From an optimization exercise on the open Yosys and OpenROAD flow, aimed at small area, a short achievable clock period and few clock cycles per item; shortcuts taken in it are not production practice. RTL that was checked went through simulation tests only; none was proved equivalent to the original. No driver is modelled on the clock port, so clocking that relies on it looks cheaper here than on a real chip. Power is estimated from default activity; no workload was simulated.

## rev 12
// app_shell_top
module app_shell_top (
	input  logic                                global_clk,
	input  logic                                global_rst_n,
	input  logic                                awvalid,
	input  logic [softreg_pkg::SR_ADDR_W-1:0]   awaddr,
	output logic                                awready,
	input  logic                                wvalid,
	input  logic [softreg_pkg::SR_DATA_W-1:0]   wdata,
	input  logic [softreg_pkg::SR_DATA_W/8-1:0] wstrb,
	output logic                                wready,
	output logic                                bvalid,
	output logic [1:0]                          bresp,
	input  logic                                bready,
	input  logic                                arvalid,
	input  logic [softreg_pkg::SR_ADDR_W-1:0]   araddr,
	output logic                                arready,
	output logic                                rvalid,
	output logic [softreg_pkg::SR_DATA_W-1:0]   rdata,
	output logic [1:0]                          rresp,
	input  logic                                rready
);
Size: ~1200 cells after synthesis, roughly 150 I/O pins.
==> module app_shell_top, before the edit <==
module app_shell_top (
	input  logic                                global_clk,
	input  logic                                global_rst_n,
	input  logic                                awvalid,
	input  logic [softreg_pkg::SR_ADDR_W-1:0]   awaddr,
	output logic                                awready,
	input  logic                                wvalid,
	input  logic [softreg_pkg::SR_DATA_W-1:0]   wdata,
	input  logic [softreg_pkg::SR_DATA_W/8-1:0] wstrb,
	output logic                                wready,
	output logic                                bvalid,
	output logic [1:0]                          bresp,
	input  logic                                bready,
	input  logic                                arvalid,
	input  logic [softreg_pkg::SR_ADDR_W-1:0]   araddr,
	output logic                                arready,
	output logic                                rvalid,
	output logic [softreg_pkg::SR_DATA_W-1:0]   rdata,
	output logic [1:0]                          rresp,
	input  logic                                rready
);
	localparam int NREGS = NUM_APPS * REGS_PER_APP;
	localparam int IDX_W = APP_SEL_W + REG_IDX_W;
	logic                 rst;
	logic                 ready_q;
	logic                 wr_acc;
	logic                 rd_acc;
	logic [IDX_W-1:0]     wr_idx;
	logic [SR_DATA_W-1:0] regs_q [NREGS];
	logic [SR_DATA_W-1:0] wr_data;
	localparam int HALF_W = SR_DATA_W / 2;
	logic [NREGS-1:0][1:0]   wr_en;
	logic [REGS_PER_APP-1:0] wr_lo;
	logic [NUM_APPS-1:0]     wr_hi;
	logic                 b1_q;
	logic                 b2_q;
	logic                 b1_nxt;
	logic                 b2_nxt;
	logic                 rvalid_q;
	logic [SR_DATA_W-1:0] rdata_q;
	logic                 sk_v_q;
	logic [IDX_W-1:0]     sk_idx_q;
	logic                 sk_v_nxt;
	logic                 r_free;
	logic                 r_load;
	logic [IDX_W-1:0]     ar_idx;
	logic [REGS_PER_APP-1:0] rd_lo;
	logic [NUM_APPS-1:0]     rd_hi;
	logic [SR_DATA_W-1:0] rd_mux;
	assign rst = global_rst_n;
	assign awready = ready_q;
	assign wready  = ready_q;
	assign arready = ready_q;
	assign bvalid  = b1_q;
	assign bresp   = AXI_RESP_OKAY;
	assign rvalid  = rvalid_q;
	assign rdata   = rdata_q;
	assign rresp   = AXI_RESP_OKAY;
	assign wr_acc = ready_q && awvalid && wvalid;
	assign rd_acc = ready_q && arvalid;
	assign wr_idx = awaddr[REG_IDX_LSB +: IDX_W];
	assign wr_data = rst ? '0 : wdata;
	always_comb begin
		for (int k = 0; k < REGS_PER_APP; k++) begin
			wr_lo[k] = wr_idx[REG_IDX_W-1:0] == REG_IDX_W'(k);
		end
		for (int j = 0; j < NUM_APPS; j++) begin
			wr_hi[j] = wr_idx[IDX_W-1:REG_IDX_W] == APP_SEL_W'(j);
		end
	end
	for (genvar i = 0; i < NREGS; i++) begin : g_wr_en
		for (genvar h = 0; h < 2; h++) begin : g_half
			sr_ao31 u_en (
				.a1 (wr_lo[i % REGS_PER_APP]),
				.a2 (wr_hi[i / REGS_PER_APP]),
				.a3 (wr_acc),
				.b  (rst),
				.y  (wr_en[i][h])
			);
		end
	end
	always_ff @(posedge global_clk) begin
		for (int i = 0; i < NREGS; i++) begin
			for (int h = 0; h < 2; h++) begin
				if (wr_en[i][h]) begin
					regs_q[i][h*HALF_W +: HALF_W] <= wr_data[h*HALF_W +: HALF_W];
				end
			end
		end
	end
	assign b1_nxt = wr_acc || b2_q || (b1_q && !bready);
	assign b2_nxt = (b2_q || (b1_q && wr_acc)) && !bready;
	assign r_free   = !rvalid_q || rready;
	assign ar_idx   = araddr[REG_IDX_LSB +: IDX_W];
	assign r_load   = (sk_v_q || rd_acc) && r_free;
	assign sk_v_nxt = (sk_v_q || rd_acc) && !r_free;
	always_comb begin
		for (int k = 0; k < REGS_PER_APP; k++) begin
			rd_lo[k] = (ready_q && ar_idx[REG_IDX_W-1:0] == REG_IDX_W'(k))
				|| (sk_v_q && sk_idx_q[REG_IDX_W-1:0] == REG_IDX_W'(k));
		end
		for (int j = 0; j < NUM_APPS; j++) begin
			rd_hi[j] = r_free && ((ready_q && ar_idx[IDX_W-1:REG_IDX_W] == APP_SEL_W'(j))
				|| (sk_v_q && sk_idx_q[IDX_W-1:REG_IDX_W] == APP_SEL_W'(j)));
		end
	end
	for (genvar b = 0; b < SR_DATA_W; b++) begin : g_rd_bit
		logic [NREGS-1:0] col;
		for (genvar i = 0; i < NREGS; i++) begin : g_col
			assign col[i] = regs_q[i][b];
		end
		resp_or_tree u_merge (
			.d    (col),
			.lo   (rd_lo),
			.hi   (rd_hi),
			.q    (rdata_q[b]),
			.hold (!r_free),
			.y    (rd_mux[b])
		);
	end
	always_ff @(posedge global_clk) begin
		rdata_q <= rd_mux;
		if (!sk_v_q) begin
			sk_idx_q <= ar_idx;
		end
	end
	always_ff @(posedge global_clk) begin
		if (rst) begin
			ready_q  <= 1'b1;
			b1_q     <= 1'b0;
			b2_q     <= 1'b0;
			rvalid_q <= 1'b0;
			sk_v_q   <= 1'b0;
		end else begin
			ready_q  <= !sk_v_nxt && !b2_nxt;
			b1_q     <= b1_nxt;
			b2_q     <= b2_nxt;
			rvalid_q <= r_load || (rvalid_q && !rready);
			sk_v_q   <= sk_v_nxt;
		end
	end
endmodule
clock: 4.0 ns
lec_check: 0
cap_margin: 20
core_margin: 2
core_utilization: 40
cts_buf_list: sky130_fd_sc_hd__clkbuf_16
cts_cluster_diameter: 60
cts_cluster_size: 24
setup_slack_margin: 2.0
slew_margin: 20
synth_hierarchical: 1
standard.sh (not shown) runs the stock make flow with config.mk's settings and CLKGATE_MAP_FILE= SYNTH_SCRIPT=/design/flow/synth_recipe.tcl, a recipe that flattens the netlist after the stock synthesis.
==> flow/flow/run.sh <==
#!/bin/bash
# Standard ORFS layout, with these knobs changed: port buffers are buf_4
# rather than the platform's pick; timing repair may resize a cell to any
# footprint; clock tree synthesis adds no dummy loads; before floorplan,
# flow/pre_floorplan.tcl sets the read-merge a22oi cells to their smallest
# size, the write-enable and write-decode gates to size 4 and the
# write-data gates to size 2; after clock tree synthesis, flow/post_cts.tcl runs more setup
# repair in steps. The full
# make output goes to standard_flow.log here; each ORFS step also keeps its
# own log under orfs/logs/.
set -euo pipefail
bash standard.sh MATCH_CELL_FOOTPRINT=0 \
	"BUFFER_PORTS_ARGS=-buffer_cell sky130_fd_sc_hd__buf_4" \
	"CTS_ARGS=-sink_clustering_enable -repair_clock_nets -sink_clustering_size 24 -sink_clustering_max_diameter 60 -buf_list {sky130_fd_sc_hd__clkbuf_8 sky130_fd_sc_hd__clkbuf_16} -dont_use_dummy_load" \
	"PRE_FLOORPLAN_TCL=$PWD/flow/pre_floorplan.tcl" \
	"POST_CTS_TCL=$PWD/flow/post_cts.tcl" \
	finish > standard_flow.log 2>&1
Other scripts of this flow, unchanged in this note and not shown: flow/flow/post_cts.tcl, flow/flow/pre_floorplan.tcl
Every stage of the flow completed for rev 12, and the final layout passed the timing, DRC and antenna checks.
Testbench counts of rev 12, summed over its fixed seeds: cycles 4,808, txns 4,800.
Modified inputs, rev 13 compared to rev 12
diff --git a/flow/design.v b/flow/design.v
--- a/flow/design.v
+++ b/flow/design.v
@@ -314,13 +314,15 @@
 	logic                 b2_q;
 	logic                 b1_nxt;
 	logic                 b2_nxt;
 	logic                 rvalid_q;
 	logic [SR_DATA_W-1:0] rdata_q;
 	logic                 sk_v_q;
-	logic [IDX_W-1:0]     sk_idx_q;
+	logic [REGS_PER_APP-1:0] sk_lo_q;
+	logic [NUM_APPS-1:0]     sk_hi_q;
+	logic [NUM_APPS-1:0]     rd_hi_any;
 	logic                 sk_v_nxt;
 	logic                 r_free;
 	logic                 r_load;
 	logic [IDX_W-1:0]     ar_idx;
 	logic [REGS_PER_APP-1:0] rd_lo;
 	logic [NUM_APPS-1:0]     rd_hi;
@@ -372,17 +374,18 @@
 	assign ar_idx   = araddr[REG_IDX_LSB +: IDX_W];
 	assign r_load   = (sk_v_q || rd_acc) && r_free;
 	assign sk_v_nxt = (sk_v_q || rd_acc) && !r_free;
 	always_comb begin
 		for (int k = 0; k < REGS_PER_APP; k++) begin
 			rd_lo[k] = (ready_q && ar_idx[REG_IDX_W-1:0] == REG_IDX_W'(k))
-				|| (sk_v_q && sk_idx_q[REG_IDX_W-1:0] == REG_IDX_W'(k));
+				|| sk_lo_q[k];
 		end
 		for (int j = 0; j < NUM_APPS; j++) begin
-			rd_hi[j] = r_free && ((ready_q && ar_idx[IDX_W-1:REG_IDX_W] == APP_SEL_W'(j))
-				|| (sk_v_q && sk_idx_q[IDX_W-1:REG_IDX_W] == APP_SEL_W'(j)));
+			rd_hi_any[j] = (ready_q && ar_idx[IDX_W-1:REG_IDX_W] == APP_SEL_W'(j))
+				|| sk_hi_q[j];
+			rd_hi[j] = r_free && rd_hi_any[j];
 		end
 	end
 	for (genvar b = 0; b < SR_DATA_W; b++) begin : g_rd_bit
 		logic [NREGS-1:0] col;
 		for (genvar i = 0; i < NREGS; i++) begin : g_col
 			assign col[i] = regs_q[i][b];
@@ -395,26 +398,27 @@
 			.hold (!r_free),
 			.y    (rd_mux[b])
 		);
 	end
 	always_ff @(posedge global_clk) begin
 		rdata_q <= rd_mux;
-		if (!sk_v_q) begin
-			sk_idx_q <= ar_idx;
-		end
 	end
 	always_ff @(posedge global_clk) begin
 		if (rst) begin
 			ready_q  <= 1'b1;
 			b1_q     <= 1'b0;
 			b2_q     <= 1'b0;
 			rvalid_q <= 1'b0;
 			sk_v_q   <= 1'b0;
+			sk_lo_q  <= '0;
+			sk_hi_q  <= '0;
 		end else begin
 			ready_q  <= !sk_v_nxt && !b2_nxt;
 			b1_q     <= b1_nxt;
 			b2_q     <= b2_nxt;
 			rvalid_q <= r_load || (rvalid_q && !rready);
 			sk_v_q   <= sk_v_nxt;
+			sk_lo_q  <= sk_v_nxt ? rd_lo : '0;
+			sk_hi_q  <= sk_v_nxt ? rd_hi_any : '0;
 		end
 	end
 endmodule
## What came out
Changes observed in rev 13 relative to rev 12: total clock sinks went up 0.72%; final wirelength went down 4.3%; clock share of power went up 0.4 points; total via count after detailed routing went down about 1.3%.
As far as number of iterations in the first detailed-routing pass goes, rev 13 and rev 12 are indistinguishable; the numbers are identical.
Function not checked in rev 13: the RTL went through the layout flow alone.

-- what the ideal ports hide --
The results above use ideal ports. As a check the final layouts listed here were re-extracted and re-timed, cells and wires unchanged. Step 1, drivers: a clkbuf_16 drives global_clk and a buf_2 each remaining input, both assumed. Step 2 times the ports against the registers' clock, not the clock port: input delays grow and output delays shrink by t, the midpoint of the rising clock arrivals with the driver on. a / b / c = no drivers / after step 1 / after step 2; a / b = the first two.
run | t, ns | slack for setup (ns) | hold WS [ns] | latest minus earliest clock arrival (ns) | slew at the worst register clock pin (ns)
rev 12 | 0.580 | 2.096 / 2.051 / 1.615 | 0.474 / 0.463 / 0.478 | 0.055 / 0.056 | 0.09 / 0.09
rev 13 | 0.607 | 2.032 / 2.025 / 1.515 | 0.479 / 0.479 / 0.479 | 0.062 / 0.062 | 0.09 / 0.09
After both steps setup and hold are still met in every run listed. The setup slack of rev 13, which loses most, moves by -0.007 ns with the drivers and by -0.517 ns with both steps.
